Source: an optimization exercise on an open RTL-to-GDS flow (aim: small area, a short achievable clock period and few clock cycles per item). Production flows keep margins and buffers that such runs may drop. Where RTL was checked, it was by simulation tests only, not by an equivalence proof against the original. For runs 1 and 5, only the layout was checked, not whether the RTL still works.

## design/flow/config.mk

```make
export PLATFORM = sky130hd
export DESIGN_NAME = expr_eval_top
export DESIGN_NICKNAME = expr_eval_top
export VERILOG_FILES = /design/flow/design.v
export SDC_FILE = /design/flow/constraint.sdc
export NUM_CORES = 4
export LEC_CHECK = 0
export CAP_MARGIN = 20
export CORE_MARGIN = 2
export CORE_UTILIZATION = 40
export SETUP_SLACK_MARGIN = 5
export SLEW_MARGIN = 20
```

## design/flow/constraint.sdc

```tcl
create_clock -name core_clock -period 10.0 [get_ports {clk_2}]
set_input_delay 2.0000 -clock core_clock [delete_from_list [all_inputs] [get_ports {clk_2}]]
set_output_delay 2.0000 -clock core_clock [all_outputs]
set_load 0.01 [all_outputs]
```

## design/flow/design.v

```verilog
package expr_token_pkg;
	typedef logic [2:0] tok_val_t;
	typedef enum logic [2:0] {
		OP_ADD = 3'd0,
		OP_SUB = 3'd1,
		OP_MUL = 3'd2,
		OP_ABS = 3'd3,
		OP_TWO = 3'd4
	} opcode_e;
	typedef logic signed [31:0] result_t;
endpackage
package expr_ctrl_pkg;
	typedef enum logic {
		PREFIX  = 1'b0,
		POSTFIX = 1'b1
	} notation_e;
endpackage
`timescale 1ns/10ps
module expr_alu (
	input  logic [2:0]               op,
	input  logic                     sub,    
	input  expr_token_pkg::result_t  a,
	input  expr_token_pkg::result_t  b,
	input  expr_token_pkg::result_t  mcand,
	input  logic [3:0]               dig,
	input  expr_token_pkg::result_t  acc,
	output expr_token_pkg::result_t  y,
	output expr_token_pkg::result_t  y_mul
);
	typedef expr_token_pkg::result_t word_t;
	word_t t;       
	word_t u;       
	assign t = a + (b ^ {32{sub}}) + {31'd0, sub};
	assign u = (a ~^ b) + ((a | b) << 1);
	logic  one0, two0, neg0, one1, two1, neg1;
	word_t r0, r1, r1n;
	assign one0 = dig[0];
	assign two0 = dig[1] & ~dig[0];
	assign neg0 = dig[1];
	assign one1 = dig[2] ^ dig[1];
	assign two1 = (dig[3] & ~dig[2] & ~dig[1]) | (~dig[3] & dig[2] & dig[1]);
	assign neg1 = dig[3];
	assign r0  = (one0 ? mcand : two0 ? (mcand << 1) : '0) ^ {32{neg0}};
	assign r1  = ((one1 ? mcand : two1 ? (mcand << 1) : '0) ^ {32{neg1}}) << 2;
	assign r1n = {r1[31:2], neg1, neg0};
	word_t cs_s, cs_c;
	logic [32:0] cpa;
	assign cs_s  = acc ^ r0 ^ r1n;
	assign cs_c  = (acc & r0) | (acc & r1n) | (r0 & r1n);
	assign cpa   = {cs_s, 1'b1} + {cs_c[30:0], neg1, neg1};
	assign y_mul = cpa[32:1];
	always_comb begin
		case (op)
			3'd0:    y = t;
			3'd1:    y = t;
			3'd2:    y = y_mul;
			3'd3:    y = t[31] ? ~u : t;
			3'd4:    y = {t[30:0], 1'b0};
			default: y = '0;
		endcase
	end
endmodule
`timescale 1ns/10ps
module stack_evaluator (
	input  logic       pmode,      
	input  logic       drn,        
	input  logic       c0v,
	input  logic [3:0] c0,         
	input  logic       c1v,
	input  logic [3:0] c1,
	input  logic       ov0,        
	input  logic       oh0,        
	input  logic [2:0] oop0,
	output logic       alu_go,
	output logic       cfg_sx,     
	output logic [2:0] aop,
	output logic [1:0] ncons,
	output logic       push_x,
	output logic       ld_c0,
	output logic       ld_c1,
	output logic       o_push,
	output logic       o_push_has,
	output logic       o_set_has
);
	always_comb begin
		alu_go     = 1'b0;
		cfg_sx     = 1'b0;
		aop        = c0[2:0];
		ncons      = 2'd0;
		push_x     = 1'b0;
		ld_c0      = 1'b0;
		ld_c1      = 1'b0;
		o_push     = 1'b0;
		o_push_has = 1'b0;
		o_set_has  = 1'b0;
		if (pmode) begin
			if (c0v && c0[3]) begin
				alu_go = 1'b1;
				cfg_sx = 1'b1;
				aop    = c0[2:0];
				ncons  = 2'd1;
			end else if (c0v && c1v && c1[3]) begin
				alu_go = 1'b1;
				aop    = c1[2:0];
				ncons  = 2'd2;
			end else if (c0v) begin
				push_x = 1'b1;
				ld_c0  = 1'b1;
				ncons  = 2'd1;
			end
		end else begin
			if (drn) begin
				alu_go = 1'b1;
				cfg_sx = 1'b1;
				aop    = oop0;
			end else if (c0v && c0[3] && c1v && !c1[3]) begin
				o_push     = 1'b1;
				o_push_has = 1'b1;
				push_x     = 1'b1;
				ld_c1      = 1'b1;
				ncons      = 2'd2;
			end else if (c0v && c0[3]) begin
				o_push = 1'b1;
				ncons  = 2'd1;
			end else if (c0v && !(ov0 && oh0)) begin
				push_x    = 1'b1;
				ld_c0     = 1'b1;
				o_set_has = 1'b1;
				ncons     = 2'd1;
			end else if (c0v) begin
				alu_go = 1'b1;
				aop    = oop0;
				ncons  = 2'd1;
			end
		end
	end
endmodule
`timescale 1ns/10ps
module expr_eval_top (
	input  logic                     clk_2,
	input  logic                     rst_n,
	input  logic                     in_valid,
	input  expr_token_pkg::tok_val_t tok_in,
	input  logic                     op_flag,
	input  logic                     mode,
	output logic                     out_valid,
	output expr_token_pkg::result_t  result
);
	localparam int NT = 19;  
	localparam int NS = 9;   
	localparam int NC = 4;   
	localparam int NO = 9;   
	typedef expr_token_pkg::result_t word_t;
	logic       fr;          
	logic       en;          
	logic       pmode;       
	logic [4:0] wp;          
	logic [4:0] rp;          
	logic [4:0] rem;         
	logic       c0v, c1v, c2v, c3v;   
	logic [3:0] tbuf [0:NT-1];
	logic [3:0] c0, c1;      
	word_t         x;        
	logic          xv;       
	logic          xl;       
	logic          xf;       
	word_t         cs [0:NC-1];
	logic [2:0]    ls [0:NS-1];
	logic [NS-1:0] ts;       
	logic [NO-1:0] ov;       
	logic [NO-1:0] oh;       
	logic [2:0]    oop [0:NO-1];
	logic          drn;      
	logic          busy;     
	word_t         acc;
	logic       cfg_r;       
	logic [2:0] aop_r;
	logic       sub_r;
	logic       mcs_r;       
	logic [1:0] dsel_r;      
	logic       tok_new, ended;
	logic [3:0] pins;
	assign tok_new = in_valid & ~en;
	assign ended   = en | (fr & ~in_valid);
	assign pins    = {op_flag, tok_in};
	word_t s0;
	assign s0 = ts[0] ? cs[0] : {29'd0, ls[0]};
	logic       alu_go, cfg_sx, push_x, ld_c0, ld_c1;
	logic       o_push, o_push_has, o_set_has;
	logic [2:0] aop;
	logic [1:0] ncons;
	stack_evaluator u_dec (
		.pmode      (pmode),
		.drn        (drn),
		.c0v        (c0v),
		.c0         (c0),
		.c1v        (c1v),
		.c1         (c1),
		.ov0        (ov[0]),
		.oh0        (oh[0]),
		.oop0       (oop[0]),
		.alu_go     (alu_go),
		.cfg_sx     (cfg_sx),
		.aop        (aop),
		.ncons      (ncons),
		.push_x     (push_x),
		.ld_c0      (ld_c0),
		.ld_c1      (ld_c1),
		.o_push     (o_push),
		.o_push_has (o_push_has),
		.o_set_has  (o_set_has)
	);
	word_t a, b, y, y_mul, mcand, acc_in;
	logic  is_mul, mul_slow, mul_setup, mul_iter, fin;
	logic  cs0_fit, x_fit, xs_fit;
	logic [3:0] dig;
	assign a = cfg_r ? s0 : x;
	assign b = cfg_r ? x : {29'd0, c0[2:0]};
	assign cs0_fit = (cs[0][31:3] == 29'd0) || (cs[0][31:3] == {29{1'b1}});
	assign x_fit   = (x[31:3] == 29'd0) || (x[31:3] == {29{1'b1}});
	assign xs_fit  = (x[31:6] == 26'd0) || (x[31:6] == {26{1'b1}});
	assign is_mul    = alu_go && (aop == 3'd2);
	assign mul_slow  = cfg_sx && ts[0] && !xl;
	assign mul_setup = is_mul && mul_slow && !busy;
	assign mul_iter  = is_mul && mul_slow && busy && !xf;
	assign fin       = alu_go && !mul_setup && !mul_iter;
	assign mcand = mcs_r ? cs[0] : x;
	always_comb begin
		case (dsel_r)
			2'd0:    dig = {1'b0, c0[2:0]};
			2'd1:    dig = {1'b0, ls[0]};
			2'd2:    dig = x[3:0];
			default: dig = {1'b0, x[2:0]};
		endcase
	end
	assign acc_in = busy ? acc : '0;
	expr_alu u_alu (
		.op    (aop_r),
		.sub   (sub_r),
		.a     (a),
		.b     (b),
		.mcand (mcand),
		.dig   (dig),
		.acc   (acc_in),
		.y     (y),
		.y_mul (y_mul)
	);
	logic last_op, drained, comp, idle_fin, clr;
	assign last_op  = pmode || !ov[1];
	assign drained  = (ncons == 2'd2) ? !c2v : (ncons == 2'd1) ? !c1v : !c0v;
	assign comp     = fin && ended && drained && last_op;
	assign idle_fin = ended && !c0v && !busy && !drn;
	assign clr      = comp || idle_fin;
	logic [1:0] n;
	logic [4:0] rem_n;
	logic       do_push, do_pop, x_small, o_pop;
	assign n       = fin ? ncons : (alu_go ? 2'd0 : ncons);
	assign rem_n   = rem - {3'd0, n} + {4'd0, tok_new};
	assign do_push = push_x && xv;
	assign do_pop  = fin && cfg_sx;
	assign x_small = (x[31:3] == 29'd0);
	assign o_pop   = fin && !pmode;
	logic       pmode_d, drn_d, c0v_d, c1v_d, ov0_d, oh0_d, ts0_d, xl_d, xf_d;
	logic [3:0] c0_d, c1_d;
	logic [2:0] oop0_d;
	logic [3:0] b2, b3;
	logic [4:0] rp2, rp3;
	assign rp2 = rp + 5'd2;
	assign rp3 = rp + 5'd3;
	assign b2  = (rp2 < 5'(NT)) ? tbuf[rp2] : 4'd0;
	assign b3  = (rp3 < 5'(NT)) ? tbuf[rp3] : 4'd0;
	assign pmode_d = (in_valid && !fr) ? mode : pmode;
	assign c0v_d   = !clr && (rem_n > 5'd0);
	assign c1v_d   = !clr && (rem_n > 5'd1);
	assign drn_d   = !clr && (o_pop ? (ov[1] && oh[1]) : drn);
	assign ov0_d   = !clr && (o_push ? 1'b1 : o_pop ? ov[1] : ov[0]);
	assign oh0_d   = o_push ? o_push_has : (o_pop || o_set_has) ? 1'b1 : oh[0];
	assign oop0_d  = o_push ? c0[2:0] : o_pop ? oop[1] : oop[0];
	assign ts0_d   = do_push ? !x_small : do_pop ? ts[1] : ts[0];
	always_comb begin
		case (n)
			2'd0: begin
				c0_d = c0v ? c0 : pins;
				c1_d = c1v ? c1 : pins;
			end
			2'd1: begin
				c0_d = c1v ? c1 : pins;
				c1_d = c2v ? b2 : pins;
			end
			default: begin
				c0_d = c2v ? b2 : pins;
				c1_d = c3v ? b3 : pins;
			end
		endcase
	end
	always_comb begin
		xl_d = xl;
		xf_d = xf;
		if (fin) begin
			xl_d = 1'b0;
		end else if (mul_setup) begin
			xl_d = 1'b0;
			xf_d = x_fit || cs0_fit;
		end else if (mul_iter) begin
			xf_d = xs_fit;
		end else if (ld_c0 || ld_c1) begin
			xl_d = 1'b1;
		end
	end
	logic       nx_cfg_sx;
	logic [2:0] nx_aop;
	stack_evaluator u_dec_next (
		.pmode      (pmode_d),
		.drn        (drn_d),
		.c0v        (c0v_d),
		.c0         (c0_d),
		.c1v        (c1v_d),
		.c1         (c1_d),
		.ov0        (ov0_d),
		.oh0        (oh0_d),
		.oop0       (oop0_d),
		.alu_go     (),
		.cfg_sx     (nx_cfg_sx),
		.aop        (nx_aop),
		.ncons      (),
		.push_x     (),
		.ld_c0      (),
		.ld_c1      (),
		.o_push     (),
		.o_push_has (),
		.o_set_has  ()
	);
	always_ff @(posedge clk_2) begin
		cfg_r  <= nx_cfg_sx;
		aop_r  <= nx_aop;
		sub_r  <= (nx_aop == 3'd1) || (nx_aop == 3'd4);
		mcs_r  <= nx_cfg_sx && ts0_d;
		if (!nx_cfg_sx)          dsel_r <= 2'd0;
		else if (!ts0_d)         dsel_r <= 2'd1;
		else if (xl_d || xf_d)   dsel_r <= 2'd2;
		else                     dsel_r <= 2'd3;
	end
	always_ff @(posedge clk_2 or negedge rst_n) begin
		if (!rst_n) begin
			fr        <= 1'b0;
			en        <= 1'b0;
			wp        <= '0;
			rp        <= '0;
			rem       <= '0;
			c0v       <= 1'b0;
			c1v       <= 1'b0;
			c2v       <= 1'b0;
			c3v       <= 1'b0;
			xv        <= 1'b0;
			ov        <= '0;
			drn       <= 1'b0;
			busy      <= 1'b0;
			out_valid <= 1'b0;
			result    <= '0;
		end else begin
			out_valid <= comp;
			result    <= comp ? y : '0;
			c0v       <= c0v_d;
			c1v       <= c1v_d;
			c2v       <= !clr && (rem_n > 5'd2);
			c3v       <= !clr && (rem_n > 5'd3);
			drn       <= drn_d;
			if (clr) begin
				fr   <= 1'b0;
				en   <= 1'b0;
				wp   <= '0;
				rp   <= '0;
				rem  <= '0;
				xv   <= 1'b0;
				ov   <= '0;
				busy <= 1'b0;
			end else begin
				if (tok_new) begin
					fr <= 1'b1;
					wp <= wp + 5'd1;
				end
				if (fr && !in_valid) en <= 1'b1;
				rp   <= rp + {3'd0, n};
				rem  <= rem_n;
				busy <= mul_setup || mul_iter;
				if (fin || push_x) xv <= 1'b1;
				if (o_push) begin
					ov <= {ov[NO-2:0], 1'b1};
				end else if (o_pop) begin
					ov <= {1'b0, ov[NO-1:1]};
				end
			end
		end
	end
	always_ff @(posedge clk_2) begin
		pmode <= pmode_d;
		c0    <= c0_d;
		c1    <= c1_d;
		xl    <= xl_d;
		xf    <= xf_d;
		if (tok_new && wp < 5'(NT)) tbuf[wp] <= pins;
	end
	always_ff @(posedge clk_2) begin
		if (fin) begin
			x <= y;
		end else if (mul_setup) begin
			if (!x_fit && cs0_fit) x <= cs[0];
		end else if (mul_iter) begin
			x <= x >>> 3;
		end else if (ld_c0) begin
			x <= {29'd0, c0[2:0]};
		end else if (ld_c1) begin
			x <= {29'd0, c1[2:0]};
		end
		acc <= mul_setup ? '0 : y_mul;
		if (do_push) begin
			ts <= {ts[NS-2:0], !x_small};
			if (x_small) begin
				ls[0] <= x[2:0];
				for (int i = 1; i < NS; i++) ls[i] <= ls[i-1];
			end else begin
				cs[0] <= x;
				for (int i = 1; i < NC; i++) cs[i] <= cs[i-1];
			end
		end else if (do_pop) begin
			ts <= {1'b0, ts[NS-1:1]};
			if (ts[0]) begin
				for (int i = 0; i < NC - 1; i++) cs[i] <= cs[i+1];
			end else begin
				for (int i = 0; i < NS - 1; i++) ls[i] <= ls[i+1];
			end
		end else if (mul_iter) begin
			cs[0] <= cs[0] << 3;
		end else if (mul_setup) begin
			if (!x_fit && cs0_fit) cs[0] <= x;
		end
		if (o_push) begin
			oop[0] <= c0[2:0];
			oh[0]  <= o_push_has;
			for (int i = 1; i < NO; i++) begin
				oop[i] <= oop[i-1];
				oh[i]  <= oh[i-1];
			end
		end else if (o_pop) begin
			for (int i = 0; i < NO - 1; i++) begin
				oop[i] <= oop[i+1];
				oh[i]  <= oh[i+1];
			end
			oh[0] <= 1'b1;
		end else if (o_set_has) begin
			oh[0] <= 1'b1;
		end
	end
endmodule
```

## design/flow/run.sh

```bash
#!/bin/bash
# synth_recipe.tcl (not shown) runs the flow's synth.tcl, then flattens the netlist and writes it again
# the make line also repeats each setting of config.mk as NAME=value (left out here)
make -C /OpenROAD-flow-scripts/flow DESIGN_CONFIG=/design/flow/config.mk WORK_HOME=/design/flow/orfs CLKGATE_MAP_FILE= SYNTH_SCRIPT=/design/flow/synth_recipe.tcl finish
```

==> impl_metrics.ini, run 1 <==
[outcome]
status = complete, no violations

[clock_tree]
clk_latency_ns = 0.65
path_clk_slew_ns = 0.08
root_buffer = clkbuf_16
tritoncts = built
cts_made_buffers = 49
cts_max_level = 2
cts_hold_buf = 0
cts_max_path_buffers = 3
numClockSinks = 425

[synth]
synthCells = 2925
async_flop_share_pct = 15.53
syn_area_um2 = 28780
synth_ff_type = edfxtp_1
synth-seq-area-share_pct = 41.32
synth_area_leaders = edfxtp_1, ha_1, dfrtp_1
synth_cell_type_count = 89
yosys.area.top_type = edfxtp_1
yosys.area.top_type_share_pct = 31.83
syn_nets = 3106
synth-edff-count = 305
syn_avg_cell_area_um2 = 9.838
ys_seq_elements = 425
yosysWarningCount = 9

[floorplanning]
die_h_um = 272.2
dieArea_um2 = 74110
initial_core_util_pct = 40.33
rows = 98
coreArea_um2 = 71360
die_w_um = 272.2
num_io_pins = 41

[timing]
worst_slack_ns = 4.961
finalMaxSlewViolations = 0
worst_slew_pin_slew_ns = 1.054
layout_worst_path_cycle_share_pct = 50.39
max_freq_mhz = 198.4
setup_viol_count_final = 0
hold_viol_final = 0
rsz0062_at_grt = yes
clock_skew_ns = 0.05237
setup_tns_ns = 0
finalCriticalPeriod_ns = 5.039
relSlewSlack_pct = 29.70

[cells_and_area]
fin_util_pct = 47.08
layout_commonest_cell = nand2_1
drive_gt1_share_pct = 17.38
design.final.nets = 3161
final_cell_mix = nand2_1, edfxtp_1, nor2_1
syn2layout_area_growth_pct = 16.76

[critical_path]
crit_type = flop to flop
start_kind = flop
reg2reg_depth = 19
worstSetupEndpointType = flop
critPathRequiredTime_ns = 10.38
cp.arrival_ns = 5.42
worstPathMaxFanout = 5

[grt]
grt_pass1_wl_mm = 148.0
antenna_found_initial = 3
grt_overflow_total = 0
grt_pass1_vias = 23260
track_usage_pct = 26.22
grt_max_degree = 97

[routing]
ant_nets = 0
drt_iter0_drc = 3011
wirelength_mm = 100.0
firstDrtPassIters = 6
vias = 24490
viasPerCell = 6.167
post_drt_wl_per_cell_um = 25.19
drc = 0

[hold_path]
min_path_type = flop to flop
hold_depth = 0

[job]
max_cap_viol_count = 0

[placement]
pre_cts_ws_ns = 3.557
gp_congestion = 0.9982
dp_hpwl_mm = 69.72
port_buffers = 40
==> critical path, stage by stage (launching register included) <==
cell and delay, ns:
dfxtp_4 0.38, mux2_4 0.34, mux2_8 0.36, buf_12 0.14, a22oi_1 0.16, nand2_1 0.07
nand2_1 0.08, o221ai_2 0.12, fa_1 0.55, ha_4 0.30, and4_4 0.23, nand3_2 0.10
or3_1 0.32, a2111o_1 0.48, a21oi_2 0.25, a21oi_2 0.11, xnor2_2 0.21, a221o_1 0.36
a31oi_2 0.17, o21ai_1 0.07
==> final timing paths <==
path / startpoint / end / slack, ns
max in group asynchronous: rst_n / rp[0] / 8.03
worst max register to register: dsel_r[0] / x[18] / 4.96
worst max-delay path: dsel_r[0] / x[18] / 4.96
worst min register to register: oop[7][2] / oop[8][2] / 0.44
min in group asynchronous: rst_n / result[30] / 1.43
worst min-delay path: oop[7][2] / oop[8][2] / 0.44
==> sequential cells by signal, indices dropped and copies added (netlist names), 5 cells and up <==
register and count:
ls 27, x 32, result 32, wp 5
ov 9, rp 5, oop 27, ts 9
oh 9, acc 32, tbuf 76, rem 5
cs 128
==> cell type report <==
cell class              instances  area [um2]
clock inverters                34       414.1
well taps                     950        1189
clock buffers                  57        1276
repair buffers                160        1435
inverters                     186       708.2
flip-flops and latches        425       11920
multi-input cells            2158       16660
diodes                          1       2.502
fillers                      6601       37760
==> synth_stat cells, drive strengths merged (51+ instances only) <==
cell type,count
nor2,204
o22ai,88
clkbuf,129
a22oi,51
xnor2,96
a21oi,155
o21ai,141
a31oi,58
nand3,69
and2,51
dfxtp,54
dfrtp,66
mux2i,92
ha,139
mux2,99
nand2,329
inv,184
edfxtp,305
a21o,62
==> repair_timing <==
action / 4_1_cts / 5_1_grt
setup endpoints to repair: 86 / 56
buffers inserted: 54 / 31
pin swaps: 33 / 51
cloned: 7 / 2
gates resized for setup: 102 / 112
==> stage by stage <==
| stage | cell area [um2] | hold slack (ns) | cells |
|---|---|---|---|
| 2_1_floorplan | 28860 | 0.4204 | 2925 |
| 3_3_place_gp | 30120 | 0.4263 | 3784 |
| 3_5_place_dp | 30120 | 0.4294 | 3784 |
| 4_1_cts | 32770 | 0.4512 | 3936 |
| 5_1_grt | 33600 | 0.4534 | 3970 |
| 6_report | 33600 | 0.4411 | 3971 |
==> per-layer routing <==
layer  GRT usage (%)  part of all wire, %  vias up  wire (um)
met2           39.49                   43     1289      43200
met4           12.07                  5.3        0       5298
met5               0                    0        -          0
met1           36.61                   42    12040      41730
li1                -                    -    10950          -
met3           4.787                  9.8      221       9818
==> cells by family (layout without fill, tap and decap cells) <==
logic type	Yosys count	after routing	synth area share [%]
other cells	0	1	0
mux	230	236	10.17
simple gates	819	820	12.93
flops	425	425	41.32
compound gates	790	790	18.25
fa+ha+maj	173	173	8.409
xor+xnor	139	139	4.257
buf+inv	349	437	4.661
==> run 2, diff against run 1 <==
--- a/design/flow/design.v
+++ b/design/flow/design.v
@@ -24,3 +24,3 @@
 	input  expr_token_pkg::result_t  mcand,
-	input  logic [3:0]               dig,
+	input  logic [5:0]               bsel,   
 	input  expr_token_pkg::result_t  acc,
@@ -34,18 +34,9 @@
 	assign u = (a ~^ b) + ((a | b) << 1);
-	logic  one0, two0, neg0, one1, two1, neg1;
-	word_t r0, r1, r1n;
-	assign one0 = dig[0];
-	assign two0 = dig[1] & ~dig[0];
-	assign neg0 = dig[1];
-	assign one1 = dig[2] ^ dig[1];
-	assign two1 = (dig[3] & ~dig[2] & ~dig[1]) | (~dig[3] & dig[2] & dig[1]);
-	assign neg1 = dig[3];
-	assign r0  = (one0 ? mcand : two0 ? (mcand << 1) : '0) ^ {32{neg0}};
-	assign r1  = ((one1 ? mcand : two1 ? (mcand << 1) : '0) ^ {32{neg1}}) << 2;
-	assign r1n = {r1[31:2], neg1, neg0};
-	word_t cs_s, cs_c;
+	logic  one0, two0, neg0, one1, two1, use_acc;
+	word_t r0, r1;
 	logic [32:0] cpa;
-	assign cs_s  = acc ^ r0 ^ r1n;
-	assign cs_c  = (acc & r0) | (acc & r1n) | (r0 & r1n);
-	assign cpa   = {cs_s, 1'b1} + {cs_c[30:0], neg1, neg1};
+	assign {one0, two0, neg0, one1, two1, use_acc} = bsel;
+	assign r0 = ({32{one0}} & mcand | {32{two0}} & (mcand << 1)) ^ {32{neg0}};
+	assign r1 = {32{one1}} & (mcand << 2) | {32{two1}} & (mcand << 3) | {32{use_acc}} & acc;
+	assign cpa   = {r0, 1'b1} + {r1, neg0};
 	assign y_mul = cpa[32:1];
@@ -165,3 +156,3 @@
 	logic          xl;       
-	logic          xf;       
+	logic          pb;       
 	word_t         cs [0:NC-1];
@@ -179,3 +170,3 @@
 	logic       mcs_r;       
-	logic [1:0] dsel_r;      
+	logic [5:0] bsel_r;      
 	logic       tok_new, ended;
@@ -212,6 +203,5 @@
 	);
-	word_t a, b, y, y_mul, mcand, acc_in;
+	word_t a, b, y, y_mul, mcand;
 	logic  is_mul, mul_slow, mul_setup, mul_iter, fin;
-	logic  cs0_fit, x_fit, xs_fit;
-	logic [3:0] dig;
+	logic  cs0_fit, x_fit, x_last;
 	assign a = cfg_r ? s0 : x;
@@ -220,3 +210,3 @@
 	assign x_fit   = (x[31:3] == 29'd0) || (x[31:3] == {29{1'b1}});
-	assign xs_fit  = (x[31:6] == 26'd0) || (x[31:6] == {26{1'b1}});
+	assign x_last  = (x[31:1] == 31'd0) || (x[31:1] == {31{1'b1}});
 	assign is_mul    = alu_go && (aop == 3'd2);
@@ -224,14 +214,5 @@
 	assign mul_setup = is_mul && mul_slow && !busy;
-	assign mul_iter  = is_mul && mul_slow && busy && !xf;
+	assign mul_iter  = is_mul && mul_slow && busy && !x_last;
 	assign fin       = alu_go && !mul_setup && !mul_iter;
 	assign mcand = mcs_r ? cs[0] : x;
-	always_comb begin
-		case (dsel_r)
-			2'd0:    dig = {1'b0, c0[2:0]};
-			2'd1:    dig = {1'b0, ls[0]};
-			2'd2:    dig = x[3:0];
-			default: dig = {1'b0, x[2:0]};
-		endcase
-	end
-	assign acc_in = busy ? acc : '0;
 	expr_alu u_alu (
@@ -242,4 +223,4 @@
 		.mcand (mcand),
-		.dig   (dig),
-		.acc   (acc_in),
+		.bsel  (bsel_r),
+		.acc   (acc),
 		.y     (y),
@@ -262,3 +243,5 @@
 	assign o_pop   = fin && !pmode;
-	logic       pmode_d, drn_d, c0v_d, c1v_d, ov0_d, oh0_d, ts0_d, xl_d, xf_d;
+	logic       pmode_d, drn_d, c0v_d, c1v_d, ov0_d, oh0_d, ts0_d, xl_d, pb_d, busy_d;
+	logic [2:0] ls0_d;
+	word_t      xn_d;    
 	logic [3:0] c0_d, c1_d;
@@ -279,2 +262,4 @@
 	assign ts0_d   = do_push ? !x_small : do_pop ? ts[1] : ts[0];
+	assign ls0_d   = (do_push && x_small) ? x[2:0] : (do_pop && !ts[0]) ? ls[1] : ls[0];
+	assign busy_d  = !clr && (mul_setup || mul_iter);
 	always_comb begin
@@ -295,5 +280,8 @@
 	end
+	logic swap;
+	assign swap = !x_fit && cs0_fit;
 	always_comb begin
 		xl_d = xl;
-		xf_d = xf;
+		pb_d = pb;
+		xn_d = x;
 		if (fin) begin
@@ -302,7 +290,13 @@
 			xl_d = 1'b0;
-			xf_d = x_fit || cs0_fit;
+			pb_d = 1'b0;
+			if (swap) xn_d = cs[0];
 		end else if (mul_iter) begin
-			xf_d = xs_fit;
-		end else if (ld_c0 || ld_c1) begin
+			pb_d = x[1];
+			xn_d = x >>> 2;
+		end else if (ld_c0) begin
 			xl_d = 1'b1;
+			xn_d = {29'd0, c0[2:0]};
+		end else if (ld_c1) begin
+			xl_d = 1'b1;
+			xn_d = {29'd0, c1[2:0]};
 		end
@@ -332,2 +326,16 @@
 	);
+	logic [2:0] nd;
+	logic [5:0] nx_bsel;
+	always_comb begin
+		if (!nx_cfg_sx)   nd = c0_d[2:0];
+		else if (!ts0_d)  nd = ls0_d;
+		else              nd = xn_d[2:0];
+		if (busy_d) begin
+			nx_bsel = {xn_d[0] ^ pb_d,
+			           (xn_d[1] & ~xn_d[0] & ~pb_d) | (~xn_d[1] & xn_d[0] & pb_d),
+			           xn_d[1], 1'b0, 1'b0, 1'b1};
+		end else begin
+			nx_bsel = {nd[0], nd[1] & ~nd[0], nd[1], nd[2] ^ nd[1], nd[2] & nd[1], 1'b0};
+		end
+	end
 	always_ff @(posedge clk_2) begin
@@ -337,6 +345,3 @@
 		mcs_r  <= nx_cfg_sx && ts0_d;
-		if (!nx_cfg_sx)          dsel_r <= 2'd0;
-		else if (!ts0_d)         dsel_r <= 2'd1;
-		else if (xl_d || xf_d)   dsel_r <= 2'd2;
-		else                     dsel_r <= 2'd3;
+		bsel_r <= nx_bsel;
 	end
@@ -384,3 +389,3 @@
 				rem  <= rem_n;
-				busy <= mul_setup || mul_iter;
+				busy <= busy_d;
 				if (fin || push_x) xv <= 1'b1;
@@ -399,3 +404,3 @@
 		xl    <= xl_d;
-		xf    <= xf_d;
+		pb    <= pb_d;
 		if (tok_new && wp < 5'(NT)) tbuf[wp] <= pins;
@@ -403,13 +408,3 @@
 	always_ff @(posedge clk_2) begin
-		if (fin) begin
-			x <= y;
-		end else if (mul_setup) begin
-			if (!x_fit && cs0_fit) x <= cs[0];
-		end else if (mul_iter) begin
-			x <= x >>> 3;
-		end else if (ld_c0) begin
-			x <= {29'd0, c0[2:0]};
-		end else if (ld_c1) begin
-			x <= {29'd0, c1[2:0]};
-		end
+		x   <= fin ? y : xn_d;
 		acc <= mul_setup ? '0 : y_mul;
@@ -432,5 +427,5 @@
 		end else if (mul_iter) begin
-			cs[0] <= cs[0] << 3;
+			cs[0] <= cs[0] << 2;
 		end else if (mul_setup) begin
-			if (!x_fit && cs0_fit) cs[0] <= x;
+			if (swap) cs[0] <= x;
 		end
==> run 2 against run 1 <==
Effect of this change:
- register-to-register slack lost 0.07 ns
- critical path type unchanged
- fmax shrank 1.4%
- cell count is essentially flat
- synthesized cell count grew 3.4%
- highest routed layer is now met5
- first-iteration DRC count shrank 20%
- clock skew shrank 0.026 ns
- final area shrank 7.1%
==> impl_metrics.ini, run 2 <==
[critical_path]
r2r_setup_slack_ns = 4.89
critPathRequiredTime_ns = 10.52
reg2reg_depth = 19
worstPathMaxFanout = 5
cp_num_buf_inv = 2
worstSetupEndpointType = flop
crit_type = flop to flop
cp_top_family = simple AND/OR/NAND/NOR gates
cp.arrival_ns = 5.63
timing.rr.end = sub_r
start_kind = flop
slowest_stage = or4_1
timing.rr.start = x[8]
cpPeakStageDelay_ns = 0.70
cp_cell_sequence = nand4_1, or4_1, o2111ai_4, o211ai_1, inv_1, ha_4, inv_2, ha_4, fa_2, a21o_1, a21oi_2, xnor2_2, nor4_4, a221o_1, o31a_1, or4_1, o311a_4, and3_4, nor3_2

[synth]
synth_compound_area_share_pct = 17.48
synth-edff-count = 302
synth_top_cells_by_count = nand2_1, edfxtp_1, inv_1
syn_nets = 3176
yosys.area.top_type_share_pct = 32.35
yosysWarningCount = 9
synthCells = 3025
async_flop_share_pct = 15.38
synth-xor-area-share_pct = 4.531
yosys.area.top_type = edfxtp_1
synth-seq-area-share_pct = 42.60
ys_seq_elements = 429
synthMuxAreaShare_pct = 6.276
synth_most_common_cell = nand2_1
syn_area_um2 = 28030
synth_cell_type_count = 91
synth_top_family_by_area = compound AO/OA/AOI/OAI gates
syn_avg_cell_area_um2 = 9.266
synth_adder_area_share_pct = 6.490
synth_area_leaders = edfxtp_1, nand2_1, ha_1
synth_ff_type = edfxtp_1
synthSimpleGateAreaFrac_pct = 17.47

[routing]
vias = 23740
post_drt_wl_per_cell_um = 21.92
wirelength_mm = 87.12
ant_nets = 0
viasPerCell = 5.974
firstDrtPassIters = 9
drc = 0
drt_iter0_drc = 2418

[floorplanning]
rows = 97
die_w_um = 268.7
initial_core_util_pct = 40.24
dieArea_um2 = 72210
coreArea_um2 = 69660
num_io_pins = 41
die_h_um = 268.7

[cells_and_area]
final_cell_mix = nand2_1, edfxtp_1, inv_1
design.final.nets = 3145
multi_input_area_um2 = 14900
fillers = 6793
diodes = 0
layout_commonest_cell = nand2_1
largestRegisters = cs (128), tbuf (76)
syn2layout_area_growth_pct = 11.34
largest_reg_flops = 128
largest_register = cs
instances_no_fill = 3974
final-seq-area_um2 = 11960
drive_gt1_share_pct = 7.943
fin_area_um2 = 31210

[placement]
gp_congestion = 0.9406
port_buffers = 40
dp_hpwl_mm = 63.21
placed_cells = 3872
pre_cts_ws_ns = 3.998
placed_cell_area_um2 = 29350

[timing]
rsz0062_at_grt = yes
relSlewSlack_pct = 19.84
setup_viol_count_final = 0
finalMaxSlewViolations = 0
max_freq_mhz = 195.6
worst_slew_pin_slew_ns = 1.202
layout_worst_path_cycle_share_pct = 51.13
hold_viol_final = 0
setup_tns_ns = 0
clock_skew_ns = 0.02606
worst_slack_ns = 4.887
finalCriticalPeriod_ns = 5.113

[clock_tree]
tritoncts = built
path_clk_slew_ns = 0.08
cts_max_level = 2
cts_hold_buf = 0
cts_made_buffers = 48
cts_max_path_buffers = 3
clk_latency_ns = 0.61
numClockSinks = 429
root_buffer = clkbuf_16

[grt]
grt_pass1_wl_mm = 132.5
grt_pass1_vias = 22670
grt_overflow_total = 0
track_usage_pct = 23.71
grt_max_degree = 99
antenna_found_initial = 2

[hold_path]
min_path_type = flop to flop
hold_depth = 0
hold_end = cs[3][13]
min_from = cs[2][13]

[job]
max_cap_viol_count = 0

[outcome]
status = complete, no violations
run 2: per-layer routing:
metal	track usage, %	wire length, um	share of wire (%)	vias up
met5	0	13	0.015	-
met4	10.81	4115	4.7	2
met3	2.968	5425	6.2	201
met2	39.19	41340	47	905
met1	31.07	36220	42	11670
li1	-	-	-	10970
run 2: what timing repair did:
| item | CTS | global route |
|---|---|---|
| setup endpoints to repair | 74 | 57 |
| gates cloned | 0 | 1 |
| pin swaps | 2 | 4 |
| gates resized for setup | 22 | 21 |
| setup buffers | 1 | 10 |
run 2: kinds of logic (layout without fill, tap and decap cells):
family | count (synthesis) | count (layout)
muxes | 128 | 128
AOI/OAI and AO/OA | 719 | 719
xor gates and xnor gates | 145 | 145
buffers and inverters | 377 | 386
adders and majority gates | 143 | 143
DFF | 429 | 429
and+or+nand+nor | 1084 | 1084
run 2: area by class of cell:
type / count / area share (%)
multi-input combinational: 2219 / 47.74
sequential: 429 / 38.32
clock buffer: 74 / 4.426
tap: 940 / 3.769
timing repair buffer: 87 / 2.630
inverter: 209 / 2.570
clock inverter: 16 / 0.5493
run 2: worst register-to-register path: stages, from the launching register on:
cell	delay, ns
edfxtp_1	0.54
nand4_1	0.19
or4_1	0.70
o2111ai_4	0.36
o211ai_1	0.18
inv_1	0.21
ha_4	0.16
inv_2	0.04
ha_4	0.15
fa_2	0.34
a21o_1	0.18
a21oi_2	0.17
xnor2_2	0.17
nor4_4	0.10
a221o_1	0.34
o31a_1	0.32
or4_1	0.43
o311a_4	0.15
and3_4	0.18
nor3_2	0.10
run 2: per-stage QoR:
stage	hold WS (ns)	util, %
after floorplan	0.4262	-
after global placement	0.4321	42.13
after detailed placement	0.4352	42.13
after CTS	0.4484	44.50
after global routing	0.4495	44.80
final	0.4450	44.80
run 2: how the worst max path moves through the flow:
stage                   from   endpoint  depth (start not counted)
CTS                    x[26]      sub_r                         19
floorplan           in_valid      sub_r                         17
detailed placement  in_valid      sub_r                         18
global placement    in_valid  bsel_r[2]                         18
finish                  x[8]      sub_r                         19
global route           x[26]      sub_r                         19
Testbench counts of run 2, summed over its fixed seeds: cycles 21,040, frames 1,600.
==> run 3, diff against run 2 <==
--- a/design/flow/design.v
+++ b/design/flow/design.v
@@ -19,3 +19,2 @@
 module expr_alu (
-	input  logic [2:0]               op,
 	input  logic                     sub,    
@@ -26,3 +25,4 @@
 	input  expr_token_pkg::result_t  acc,
-	output expr_token_pkg::result_t  y,
+	output expr_token_pkg::result_t  t,      
+	output expr_token_pkg::result_t  u,      
 	output expr_token_pkg::result_t  y_mul
@@ -30,5 +30,5 @@
 	typedef expr_token_pkg::result_t word_t;
-	word_t t;       
-	word_t u;       
-	assign t = a + (b ^ {32{sub}}) + {31'd0, sub};
+	logic [32:0] tc;
+	assign tc = {a, 1'b1} + {b ^ {32{sub}}, sub};
+	assign t  = tc[32:1];
 	assign u = (a ~^ b) + ((a | b) << 1);
@@ -42,12 +42,2 @@
 	assign y_mul = cpa[32:1];
-	always_comb begin
-		case (op)
-			3'd0:    y = t;
-			3'd1:    y = t;
-			3'd2:    y = y_mul;
-			3'd3:    y = t[31] ? ~u : t;
-			3'd4:    y = {t[30:0], 1'b0};
-			default: y = '0;
-		endcase
-	end
 endmodule
@@ -167,4 +157,4 @@
 	logic       cfg_r;       
-	logic [2:0] aop_r;
-	logic       sub_r;
+	logic       sub_r;       
+	logic [4:0] opk_r;       
 	logic       mcs_r;       
@@ -203,3 +193,3 @@
 	);
-	word_t a, b, y, y_mul, mcand;
+	word_t a, b, y, t, u, y_mul, mcand;
 	logic  is_mul, mul_slow, mul_setup, mul_iter, fin;
@@ -218,3 +208,2 @@
 	expr_alu u_alu (
-		.op    (aop_r),
 		.sub   (sub_r),
@@ -225,5 +214,14 @@
 		.acc   (acc),
-		.y     (y),
+		.t     (t),
+		.u     (u),
 		.y_mul (y_mul)
 	);
+	logic sel_t, sel_u, sel_m, sel_2;
+	assign sel_t = opk_r[0] || (opk_r[1] && !t[31]);
+	assign sel_u = opk_r[1] && t[31];
+	assign sel_m = opk_r[2];
+	assign sel_2 = opk_r[3];
+	assign y = {32{sel_t}} & t | {32{sel_u}} & ~u | {32{sel_m}} & y_mul
+	         | {32{sel_2}} & {t[30:0], 1'b0};
+	assign result = out_valid ? x : '0;
 	logic last_op, drained, comp, idle_fin, clr;
@@ -255,4 +253,21 @@
 	assign pmode_d = (in_valid && !fr) ? mode : pmode;
-	assign c0v_d   = !clr && (rem_n > 5'd0);
-	assign c1v_d   = !clr && (rem_n > 5'd1);
+	logic c4v, c5v, c2v_d, c3v_d;
+	logic [5:0] vth;
+	assign c4v = (rem > 5'd4);
+	assign c5v = (rem > 5'd5);
+	assign vth = {c5v, c4v, c3v, c2v, c1v, c0v};
+	always_comb begin
+		c0v_d = 1'b0;
+		c1v_d = 1'b0;
+		c2v_d = 1'b0;
+		c3v_d = 1'b0;
+		if (!clr) begin
+			case ({n, tok_new})
+				3'b001: {c3v_d, c2v_d, c1v_d, c0v_d} = {vth[2:0], 1'b1};
+				3'b000, 3'b011: {c3v_d, c2v_d, c1v_d, c0v_d} = vth[3:0];
+				3'b010, 3'b101: {c3v_d, c2v_d, c1v_d, c0v_d} = vth[4:1];
+				default: {c3v_d, c2v_d, c1v_d, c0v_d} = vth[5:2];
+			endcase
+		end
+	end
 	assign drn_d   = !clr && (o_pop ? (ov[1] && oh[1]) : drn);
@@ -342,4 +357,5 @@
 		cfg_r  <= nx_cfg_sx;
-		aop_r  <= nx_aop;
 		sub_r  <= (nx_aop == 3'd1) || (nx_aop == 3'd4);
+		opk_r  <= {nx_aop > 3'd4, nx_aop == 3'd4, nx_aop == 3'd2, nx_aop == 3'd3,
+		           nx_aop == 3'd0 || nx_aop == 3'd1};
 		mcs_r  <= nx_cfg_sx && ts0_d;
@@ -363,10 +379,8 @@
 			out_valid <= 1'b0;
-			result    <= '0;
 		end else begin
 			out_valid <= comp;
-			result    <= comp ? y : '0;
 			c0v       <= c0v_d;
 			c1v       <= c1v_d;
-			c2v       <= !clr && (rem_n > 5'd2);
-			c3v       <= !clr && (rem_n > 5'd3);
+			c2v       <= c2v_d;
+			c3v       <= c3v_d;
 			drn       <= drn_d;
@@ -408,3 +422,5 @@
 	always_ff @(posedge clk_2) begin
-		x   <= fin ? y : xn_d;
+		x   <= {32{fin && sel_t}} & t | {32{fin && sel_u}} & ~u
+		     | {32{fin && sel_m}} & y_mul | {32{fin && sel_2}} & {t[30:0], 1'b0}
+		     | {32{!fin}} & xn_d;
 		acc <= mul_setup ? '0 : y_mul;
==> run 3 against run 2 <==
Effect of this change:
- critical path depth fell by 5
- clock-buffer cell count decreased by 17
- hold slack improved by 0.0080 ns
- register-to-register slack gained 0.24 ns
- synthesized cell count is 4.1% lower
- clock skew grew 0.020 ns
- via count down 5.1%
- largest cell class unchanged
==> impl_metrics.ini, run 3 <==
[outcome]
status = complete, no violations

[synth]
synth_cell_type_count = 93
yosysWarningCount = 8
synth_most_common_cell = nand2_1
yosys.area.top_type_share_pct = 30.43
synth-seq-area-share_pct = 40.35
synth_area_leaders = edfxtp_1, dfxtp_1, ha_1
syn_avg_cell_area_um2 = 9.290
synth_top_cells_by_count = nand2_1, edfxtp_1, inv_1
syn_nets = 3056
ys_seq_elements = 398
yosys.area.top_type = edfxtp_1
synth_ff_type = edfxtp_1
syn_area_um2 = 26940
synth-edff-count = 273
synthCells = 2900
async_flop_share_pct = 8.543

[clock_tree]
tritoncts = built
cts_made_buffers = 48
cts_max_path_buffers = 3
clk_latency_ns = 0.61
cts_hold_buf = 0
numClockSinks = 398
path_clk_slew_ns = 0.06
cts_max_level = 2
root_buffer = clkbuf_16

[placement]
placed_cells = 3669
gp_congestion = 0.9684
port_buffers = 40
pre_cts_ws_ns = 4.082
placed_cell_area_um2 = 28040
dp_hpwl_mm = 57.78

[critical_path]
cp.arrival_ns = 5.33
worstPathMaxFanout = 49
start_kind = flop
timing.rr.end = x[2]
timing.rr.start = cfg_r
critPathRequiredTime_ns = 10.46
setup.worst_path.start = cfg_r
worstSetupEndpointType = flop
crit_type = flop to flop
reg2reg_depth = 14
r2r_setup_slack_ns = 5.13

[floorplanning]
dieArea_um2 = 69440
num_io_pins = 41
die_h_um = 263.5
die_w_um = 263.5
rows = 95
initial_core_util_pct = 40.26
coreArea_um2 = 66920

[hold_path]
min_from = cs[2][6]
hold_end = cs[3][6]
min_path_type = flop to flop
hold_depth = 0

[timing]
worst_slew_pin_slew_ns = 1.161
max_freq_mhz = 205.2
setup_tns_ns = 0
setup_viol_count_final = 0
clock_skew_ns = 0.04617
relSlewSlack_pct = 22.59
worst_slack_ns = 5.126
finalMaxSlewViolations = 0
layout_worst_path_cycle_share_pct = 48.74
hold_viol_final = 0
finalCriticalPeriod_ns = 4.874
rsz0062_at_grt = yes
whs_ns = 0.4530

[routing]
ant_nets = 0
vias = 22540
viasPerCell = 5.979
firstDrtPassIters = 10
wirelength_mm = 79.90
post_drt_wl_per_cell_um = 21.19
drc = 0
drt_iter0_drc = 2211

[grt]
grt_max_degree = 71
grt_pass1_vias = 21300
antenna_found_initial = 0
grt_overflow_total = 0
grt_pass1_wl_mm = 124.5
track_usage_pct = 22.46

[cells_and_area]
largestRegisters = cs (128), tbuf (76)
instances_no_fill = 3770
fin_util_pct = 44.52
layout_commonest_cell = nand2_1
largest_reg_flops = 128
final_cell_mix = nand2_1, edfxtp_1, inv_1
diodes = 0
drive_gt1_share_pct = 8.940
design.final.nets = 3015
syn2layout_area_growth_pct = 10.58
multi_input_area_um2 = 14750
fin_area_um2 = 29790
largest_register = cs
fillers = 6350
final-seq-area_um2 = 10890

[job]
max_cap_viol_count = 0
[run 3: critical path, stage by stage (launching register included)]
cell,delay (ns)
dfxtp_4,0.73
mux2i_1,0.34
xnor2_1,0.12
ha_1,0.36
o21ai_0,0.32
a32oi_2,0.17
a221oi_2,0.56
nor3_2,0.15
nor3_1,0.23
a31o_2,0.22
nor3_1,0.08
nor4_2,0.74
nor2_1,0.08
buf_4,0.26
a221o_1,0.34
[run 3: cells by family (layout without fill, tap and decap cells)]
family          Yosys count  in the layout  share of synthesized area, %
mux                     126            126                         6.781
simple gates            947            947                         16.20
xor+xnor                166            166                         5.397
fa+ha+maj               148            148                         6.957
flops                   398            398                         40.35
buf+inv                 379            376                         5.359
compound gates          736            736                         18.95
[run 3: worst max path at each step]
stage | to | slack (ns) | cells after the start
6_report | x[2] | 5.13 | 14
2_1_floorplan | sub_r | 5.09 | 15
3_5_place_dp | sub_r | 4.08 | 14
3_3_place_gp | sub_r | 4.08 | 14
4_1_cts | sub_r | 4.90 | 17
5_1_grt | bsel_r[2] | 4.95 | 15
[run 3: timing repair]
action | in CTS | in global routing
buffers inserted | 1 | 12
pin swaps | 0 | 3
setup endpoints to repair | 39 | 34
resized for setup | 9 | 13
[run 3: routing by layer]
layer / vias up / track usage [%] / wire [um]
li1: 10510 / - / -
met1: 10900 / 33.84 / 36510
met2: 1000 / 32.87 / 33630
met3: 130 / 3.807 / 7520
met4: 0 / 6.363 / 2243
met5: - / 0 / 0
[run 3: layout make-up]
cell class | instances | area share (%)
clock buffers | 57 | 4.212
repair buffers | 82 | 2.453
clock inverters | 31 | 1.016
multi-input cells | 2123 | 49.49
inverters | 206 | 2.608
flip-flops and latches | 398 | 36.55
well taps | 873 | 3.666
Testbench counts of run 3, summed over its fixed seeds: cycles 21,040, frames 1,600.
==> run 4, diff against run 3 <==
--- a/design/flow/design.v
+++ b/design/flow/design.v
@@ -147,2 +147,3 @@
 	logic          pb;       
+	logic          xlast;    
 	word_t         cs [0:NC-1];
@@ -200,3 +201,3 @@
 	assign x_fit   = (x[31:3] == 29'd0) || (x[31:3] == {29{1'b1}});
-	assign x_last  = (x[31:1] == 31'd0) || (x[31:1] == {31{1'b1}});
+	assign x_last  = xlast;
 	assign is_mul    = alu_go && (aop == 3'd2);
@@ -235,3 +236,3 @@
 	logic       do_push, do_pop, x_small, o_pop;
-	assign n       = fin ? ncons : (alu_go ? 2'd0 : ncons);
+	assign n       = (mul_setup || mul_iter) ? 2'd0 : ncons;
 	assign rem_n   = rem - {3'd0, n} + {4'd0, tok_new};
@@ -419,2 +420,3 @@
 		pb    <= pb_d;
+		xlast <= (xn_d[31:1] == 31'd0) || (xn_d[31:1] == {31{1'b1}});
 		if (tok_new && wp < 5'(NT)) tbuf[wp] <= pins;
--- a/design/flow/config.mk
+++ b/design/flow/config.mk
@@ -9,3 +9,4 @@
 export CORE_MARGIN = 2
-export CORE_UTILIZATION = 40
+export CORE_UTILIZATION = 55
+export PLACE_DENSITY = 0.75
 export SETUP_SLACK_MARGIN = 5
==> run 4 against run 3 <==
Effect of this change:
- non-clock buffer count down 14
- utilization up 16 points
- critical path depth up 1
- still clean
- flip-flop and latch count up 1
- final area down 1.0%
- critical path type unchanged
- fmax up 2.0%
- clock skew down 0.0065 ns
==> impl_metrics.ini, run 4 <==
[cells_and_area]
fin_area_um2 = 29490
layout_commonest_cell = edfxtp_1
final_cell_mix = edfxtp_1, inv_1, nand2_1
drive_gt1_share_pct = 11.63
diodes = 0
largest_reg_flops = 128
syn2layout_area_growth_pct = 8.559
largest_register = cs
largestRegisters = cs (128), tbuf (76)
design.final.nets = 2854

[job]
max_cap_viol_count = 0

[routing]
wirelength_mm = 77.64
firstDrtPassIters = 7
drc = 0
vias = 22440
drt_iter0_drc = 3142
ant_nets = 0
post_drt_wl_per_cell_um = 22.85
viasPerCell = 6.604

[synth]
yosysWarningCount = 8
syn_nets = 2931
synth-xor-area-share_pct = 5.288
syn_area_um2 = 27160
synthSimpleGateAreaFrac_pct = 12.84
synthMuxAreaShare_pct = 10.91
synth_area_leaders = edfxtp_1, dfxtp_1, ha_1
synth_most_common_cell = edfxtp_1
synth_ff_type = edfxtp_1
ys_seq_elements = 399
syn_avg_cell_area_um2 = 9.788
synth-seq-area-share_pct = 40.09
synth_top_cells_by_count = edfxtp_1, inv_1, nand2_1
synth_top_family_by_area = compound AO/OA/AOI/OAI gates
synth_adder_area_share_pct = 6.900
synthCells = 2775
synth_compound_area_share_pct = 18.26
synth_cell_type_count = 84
yosys.area.top_type_share_pct = 30.18
yosys.area.top_type = edfxtp_1
synth-edff-count = 273
async_flop_share_pct = 8.521

[critical_path]
worstPathMaxFanout = 9
cp.arrival_ns = 5.24
crit_type = flop to flop
worstSetupEndpointType = flop
critPathRequiredTime_ns = 10.46
start_kind = flop

[outcome]
status = complete, no violations

[timing]
finalMaxSlewViolations = 0
setup_tns_ns = 0
worst_slew_pin_slew_ns = 1.199
clock_skew_ns = 0.03970
hold_viol_final = 0
layout_worst_path_cycle_share_pct = 47.78
max_freq_mhz = 209.3
setup_viol_count_final = 0
relSlewSlack_pct = 19.95
whs_ns = 0.4332
rsz0062_at_grt = yes
finalCriticalPeriod_ns = 4.778

[floorplanning]
dieArea_um2 = 51180
rows = 81
die_w_um = 226.2
initial_core_util_pct = 55.60
coreArea_um2 = 48850
die_h_um = 226.2
num_io_pins = 41

[placement]
dp_hpwl_mm = 55.94
gp_congestion = 0.9877
port_buffers = 40
placed_cell_area_um2 = 27910

[clock_tree]
clk_latency_ns = 0.60
numClockSinks = 399
postCtsSetupRepairBufs = 0
cts_max_level = 2
cts_made_buffers = 44
path_clk_slew_ns = 0.07
post_cts_resized = 4
tritoncts = built
root_buffer = clkbuf_16
cts_max_path_buffers = 3
cts_hold_buf = 0

[hold_path]
min_path_type = flop to flop

[grt]
grt_overflow_total = 0
grt_pass1_wl_mm = 120.6
grt_pass1_vias = 21140
antenna_found_initial = 2
track_usage_pct = 30.16
grt_max_degree = 74
==> run 4: cell types whose count changed after synthesis, sizes merged, moves of 16 or more <==
cell and delta:
mux2 +94, nand4 +16, nand2 -249, mux2i +18, buf +16
==> run 4: area by class of cell <==
cell class                 instances  area (um2)
tap                              664       830.8
clock inverter                    25       314.1
fill                            4045       19360
timing repair buffer              68       629.4
clock buffer                      57        1170
sequential                       399       10900
multi-input combinational       1973       14840
inverter                         212       795.8
==> run 4: cell families after synthesis <==
group / count (synthesis)
simple gates: 707
fa+ha+maj: 148
compound gates: 720
mux: 234
buf+inv: 403
flops: 399
xor+xnor: 164
==> run 4: worst max-delay path, cell delays in order, from the launching register on <==
cell	delay (ns)
dfxtp_1	0.68
inv_1	0.24
o21ai_0	0.45
a22oi_1	0.17
xnor2_1	0.17
ha_1	0.40
o21a_1	0.15
o2111ai_1	0.19
a21oi_1	0.09
o21ai_0	0.39
a21oi_1	0.19
or3b_2	0.58
a41o_1	0.27
xor2_1	0.16
a222oi_1	0.38
nand3_1	0.16
==> run 4: worst paths after layout <==
check	startpoint	to	slack (ns)	depth (start not counted)
worst max-delay path	x[6]	x[25]	5.22	15
worst min-delay path	cs[2][11]	cs[3][11]	0.43	0
worst max register to register	x[6]	x[25]	5.22	15
worst min register to register	cs[2][11]	cs[3][11]	0.43	0
max in group asynchronous	rst_n	out_valid	7.92	1
min in group asynchronous	rst_n	ov[6]	1.50	1
==> run 4: layer usage <==
| layer | track usage, % | vias to the layer above | routed length (um) |
|---|---|---|---|
| met1 | 44.52 | 10860 | 33350 |
| met4 | 8.977 | 2 | 2286 |
| met2 | 44.40 | 1263 | 33280 |
| met5 | 0 | - | 7 |
| li1 | - | 10170 | - |
| met3 | 6.388 | 150 | 8715 |
==> run 4: stage by stage <==
step	std cells	setup slack (ns)	utilization [%]
3_5_place_dp	3315	4.224	57.14
5_1_grt	3398	4.961	60.36
2_1_floorplan	2775	5.159	-
6_report	3398	5.222	60.36
3_3_place_gp	3315	4.269	57.14
4_1_cts	3397	5.027	60.21
Testbench counts of run 4, summed over its fixed seeds: cycles 21,040, frames 1,600.
==> run 5, diff against run 4 <==
--- a/design/flow/design.v
+++ b/design/flow/design.v
@@ -19,5 +19,7 @@
 module expr_alu (
-	input  logic                     sub,    
-	input  expr_token_pkg::result_t  a,
-	input  expr_token_pkg::result_t  b,
+	input  logic                     ninv,   
+	input  logic                     qinv,   
+	input  logic                     cin,
+	input  expr_token_pkg::result_t  p,
+	input  expr_token_pkg::result_t  q,
 	input  expr_token_pkg::result_t  mcand,
@@ -31,5 +33,5 @@
 	logic [32:0] tc;
-	assign tc = {a, 1'b1} + {b ^ {32{sub}}, sub};
+	assign tc = {p ^ {32{ninv}}, 1'b1} + {q ^ {32{qinv}}, cin};
 	assign t  = tc[32:1];
-	assign u = (a ~^ b) + ((a | b) << 1);
+	assign u  = (p ~^ q) + ((p | q) << 1);
 	logic  one0, two0, neg0, one1, two1, use_acc;
@@ -159,2 +161,4 @@
 	logic       sub_r;       
+	logic       pinv_r;      
+	logic       qinv_r;      
 	logic [4:0] opk_r;       
@@ -194,7 +198,8 @@
 	);
-	word_t a, b, y, t, u, y_mul, mcand;
+	word_t p, q, y, t, u, y_mul, mcand;
 	logic  is_mul, mul_slow, mul_setup, mul_iter, fin;
 	logic  cs0_fit, x_fit, x_last;
-	assign a = cfg_r ? s0 : x;
-	assign b = cfg_r ? x : {29'd0, c0[2:0]};
+	assign p = x;
+	assign q = {{29{mcs_r}} & cs[0][31:3],
+	            cfg_r ? (ts[0] ? cs[0][2:0] : ls[0]) : c0[2:0]};
 	assign cs0_fit = (cs[0][31:3] == 29'd0) || (cs[0][31:3] == {29{1'b1}});
@@ -209,5 +214,7 @@
 	expr_alu u_alu (
-		.sub   (sub_r),
-		.a     (a),
-		.b     (b),
+		.ninv  (pinv_r),
+		.qinv  (qinv_r),
+		.cin   (sub_r),
+		.p     (p),
+		.q     (q),
 		.mcand (mcand),
@@ -359,2 +366,4 @@
 		sub_r  <= (nx_aop == 3'd1) || (nx_aop == 3'd4);
+		pinv_r <= ((nx_aop == 3'd1) || (nx_aop == 3'd4)) && nx_cfg_sx;
+		qinv_r <= ((nx_aop == 3'd1) || (nx_aop == 3'd4)) && !nx_cfg_sx;
 		opk_r  <= {nx_aop > 3'd4, nx_aop == 3'd4, nx_aop == 3'd2, nx_aop == 3'd3,
==> design/flow/flow/run.sh (new file) <==
#!/bin/bash
# Standard layout, with timing repair aiming for more setup slack.
set -euo pipefail
bash standard.sh SETUP_SLACK_MARGIN=7 finish > standard_flow.log 2>&1
==> design/flow/standard.sh (new file) <==
#!/bin/bash
# synth_recipe.tcl (not shown) runs the flow's synth.tcl, then flattens the netlist and writes it again
# the make line also repeats each setting of config.mk as NAME=value (left out here)
make -C /OpenROAD-flow-scripts/flow DESIGN_CONFIG=/design/flow/config.mk WORK_HOME=/design/flow/orfs CLKGATE_MAP_FILE= SYNTH_SCRIPT=/design/flow/synth_recipe.tcl "${@:-finish}"
--- a/design/flow/config.mk
+++ b/design/flow/config.mk
@@ -9,5 +9,3 @@
 export CORE_MARGIN = 2
-export CORE_UTILIZATION = 55
-export PLACE_DENSITY = 0.75
-export SETUP_SLACK_MARGIN = 5
+export CORE_UTILIZATION = 40
 export SLEW_MARGIN = 20
removed: design/flow/run.sh
==> run 5 against run 4 <==
Effect of this change:
- flip-flop and latch count is 2 higher
- worst setup slack improved by 0.71 ns
- register-to-register slack improved by 0.71 ns
- sequential share of layout area fell by 4.6 points
- critical path depth grew 5
- die area grew 35%
==> impl_metrics.ini, run 5 <==
[routing]
vias = 24010
drt_iter0_drc = 2553
viasPerCell = 6.099
wirelength_mm = 92.58
drc = 0
post_drt_wl_per_cell_um = 23.51
firstDrtPassIters = 9
ant_nets = 0

[cells_and_area]
drive_gt1_share_pct = 24.63
syn2layout_area_growth_pct = 26.93
multi_input_area_um2 = 16830
largest_reg_flops = 128
final-seq-area_um2 = 10980
design.final.nets = 3199
layout_commonest_cell = nand2_1
diodes = 0
fin_area_um2 = 33910
largest_register = cs
largestRegisters = cs (128), tbuf (76)
fillers = 5878
final_cell_mix = nand2_1, edfxtp_1, a21oi_1

[floorplanning]
num_io_pins = 41
dieArea_um2 = 68870
rows = 94
coreArea_um2 = 65980
die_w_um = 262.4
die_h_um = 262.4
initial_core_util_pct = 40.49

[synth]
yosysWarningCount = 8
syn_avg_cell_area_um2 = 9.256
ys_seq_elements = 401
synth_ff_type = edfxtp_1
synthCells = 2886
synth_top_cells_by_count = nand2_1, edfxtp_1, a21oi_1
yosys.area.top_type_share_pct = 30.69
synth_area_leaders = edfxtp_1, nand2_1, dfxtp_1
async_flop_share_pct = 8.479
synth-seq-area-share_pct = 40.92
synth-edff-count = 273
yosys.area.top_type = edfxtp_1
syn_area_um2 = 26710
synth_most_common_cell = nand2_1
syn_nets = 3043
synth_cell_type_count = 100

[clock_tree]
cts_max_level = 2
cts_made_buffers = 45
path_clk_slew_ns = 0.06
cts_hold_buf = 0
numClockSinks = 401
cts_max_path_buffers = 3
tritoncts = built
clk_latency_ns = 0.62
root_buffer = clkbuf_16

[timing]
setup_viol_count_final = 0
rsz0062_at_grt = yes
setup_tns_ns = 0
relSlewSlack_pct = 16.07
whs_ns = 0.4519
max_freq_mhz = 245.8
finalMaxSlewViolations = 0
hold_viol_final = 0
layout_worst_path_cycle_share_pct = 40.69
worst_slew_pin_slew_ns = 1.257
worst_slack_ns = 5.931
finalCriticalPeriod_ns = 4.069
clock_skew_ns = 0.02401

[grt]
track_usage_pct = 26.01
antenna_found_initial = 1
grt_pass1_vias = 23810
grt_pass1_wl_mm = 141.1
grt_overflow_total = 0
grt_max_degree = 101

[critical_path]
worstSetupEndpointType = flop
cp.arrival_ns = 4.54
crit_type = flop to flop
start_kind = flop
critPathRequiredTime_ns = 10.47
worstPathMaxFanout = 5

[hold_path]
min_path_type = flop to flop

[placement]
pre_cts_ws_ns = 4.656
dp_hpwl_mm = 58.76
port_buffers = 40
placed_cell_area_um2 = 28210
gp_congestion = 0.9413

[outcome]
status = complete, no violations

[job]
max_cap_viol_count = 0
run 5: cell types whose count changed after synthesis, sizes merged, moves of 28 or more:
cell,change
mux2,-126
a21oi,+58
a31oi,-28
o21a,-28
inv,-43
nand2,+336
run 5: worst paths after layout:
check                      depth (start not counted)  endpoint  slack [ns]     start
setup / recovery                                  20     x[31]        5.93     ts[0]
hold / removal                                     0  cs[3][7]        0.45  cs[2][7]
hold reg to reg                                    0  cs[3][7]        0.45  cs[2][7]
setup reg to reg                                  20     x[31]        5.93     ts[0]
max in group asynchronous                          1     rp[1]        7.88     rst_n
min in group asynchronous                          1     ov[1]        1.49     rst_n
run 5: cells by family after synthesis:
logic type	count (synthesis)	share of synthesized area, %
simple gates	1006	17.35
xor+xnor	199	6.623
flops	401	40.92
mux	82	4.759
fa+ha+maj	149	7.091
compound gates	722	18.45
buf+inv	327	4.806
run 5: layer usage:
| metal | share of wire (%) | wire [um] | track usage [%] | vias up |
|---|---|---|---|---|
| li1 | - | - | - | 10860 |
| met1 | 40 | 37120 | 33.27 | 11770 |
| met2 | 47 | 43810 | 43.02 | 1128 |
| met3 | 7.2 | 6632 | 3.523 | 255 |
| met4 | 5.4 | 5012 | 13.58 | 0 |
| met5 | 0 | 0 | 0 | - |
run 5: final cells by class:
| class | instances | area share (%) |
|---|---|---|
| timing repair buffer | 258 | 8.491 |
| multi-input combinational | 2167 | 49.62 |
| clock inverter | 16 | 0.6052 |
| sequential | 401 | 32.39 |
| tap | 864 | 3.188 |
| clock buffer | 62 | 3.749 |
| inverter | 169 | 1.952 |
run 5: worst max-delay path, cell delays in order (launching register included):
cell,delay (ns)
edfxtp_1,0.50
buf_6,0.17
mux2i_1,0.11
nand2_1,0.10
o21ai_2,0.07
ha_1,0.28
inv_1,0.05
ha_2,0.19
inv_2,0.06
fa_2,0.20
nor2b_1,0.06
o31a_1,0.27
o21a_2,0.26
o311ai_4,0.34
buf_4,0.19
a21oi_2,0.08
o31ai_4,0.28
xnor2_1,0.13
a21oi_1,0.15
o2bb2ai_1,0.08
or3b_1,0.37
run 5: what timing repair did:
item | in CTS | in global routing
pin swaps | 99 | 81
gates cloned | 22 | 2
resized for setup | 459 | 188
buffers inserted | 132 | 44
endpoints found under the setup margin | 517 | 227
endpoints found under the hold margin | 0 | 0
run 5: stage by stage:
| stage | utilization, % | instances |
|---|---|---|
| after floorplan | - | 2886 |
| after global placement | 42.75 | 3659 |
| after detailed placement | 42.75 | 3659 |
| after CTS | 49.72 | 3891 |
| after global routing | 51.39 | 3937 |
| final | 51.39 | 3937 |

-- separate check: timing with driven ports --
How much do the figures lean on ideal ports? The routed layouts below were timed once more, with nothing changed but the port constraints.
Step 1 (the two cells are an assumption about what drives the block):
set clk [get_ports {clk_2}]
set_driving_cell -lib_cell sky130_fd_sc_hd__clkbuf_16 $clk
set_driving_cell -lib_cell sky130_fd_sc_hd__buf_2 [delete_from_list [all_inputs] $clk]
Step 2 moves the port delays by t, midway between the first and last clock arrival at a register: inputs arrive t later, outputs are due t later. That takes back most of the time a late clock gives input paths.
Three values: no drivers, after step 1, after step 2; two values: the first two.
run	t, ns	setup WS [ns]	worst hold slack (ns)	worst setup path after step 2	pins driven straight from the clock port
run 1	0.682	4.961 / 4.961 / 4.539	0.441 / 0.441 / 0.441	input to register	1
run 2	0.664	4.887 / 4.887 / 4.273	0.445 / 0.445 / 0.445	input to register	1
run 3	0.646	5.126 / 5.126 / 4.521	0.453 / 0.453 / 0.453	input to register	1
run 4	0.643	5.222 / 5.222 / 4.668	0.433 / 0.433 / 0.433	input to register	1
run 5	0.667	5.931 / 5.931 / 5.342	0.452 / 0.452 / 0.452	input to register	1
After both steps every run listed still meets setup and hold. For run 2, which loses most, drivers alone change the setup slack by 0.000 ns; drivers and shift together by -0.614 ns.
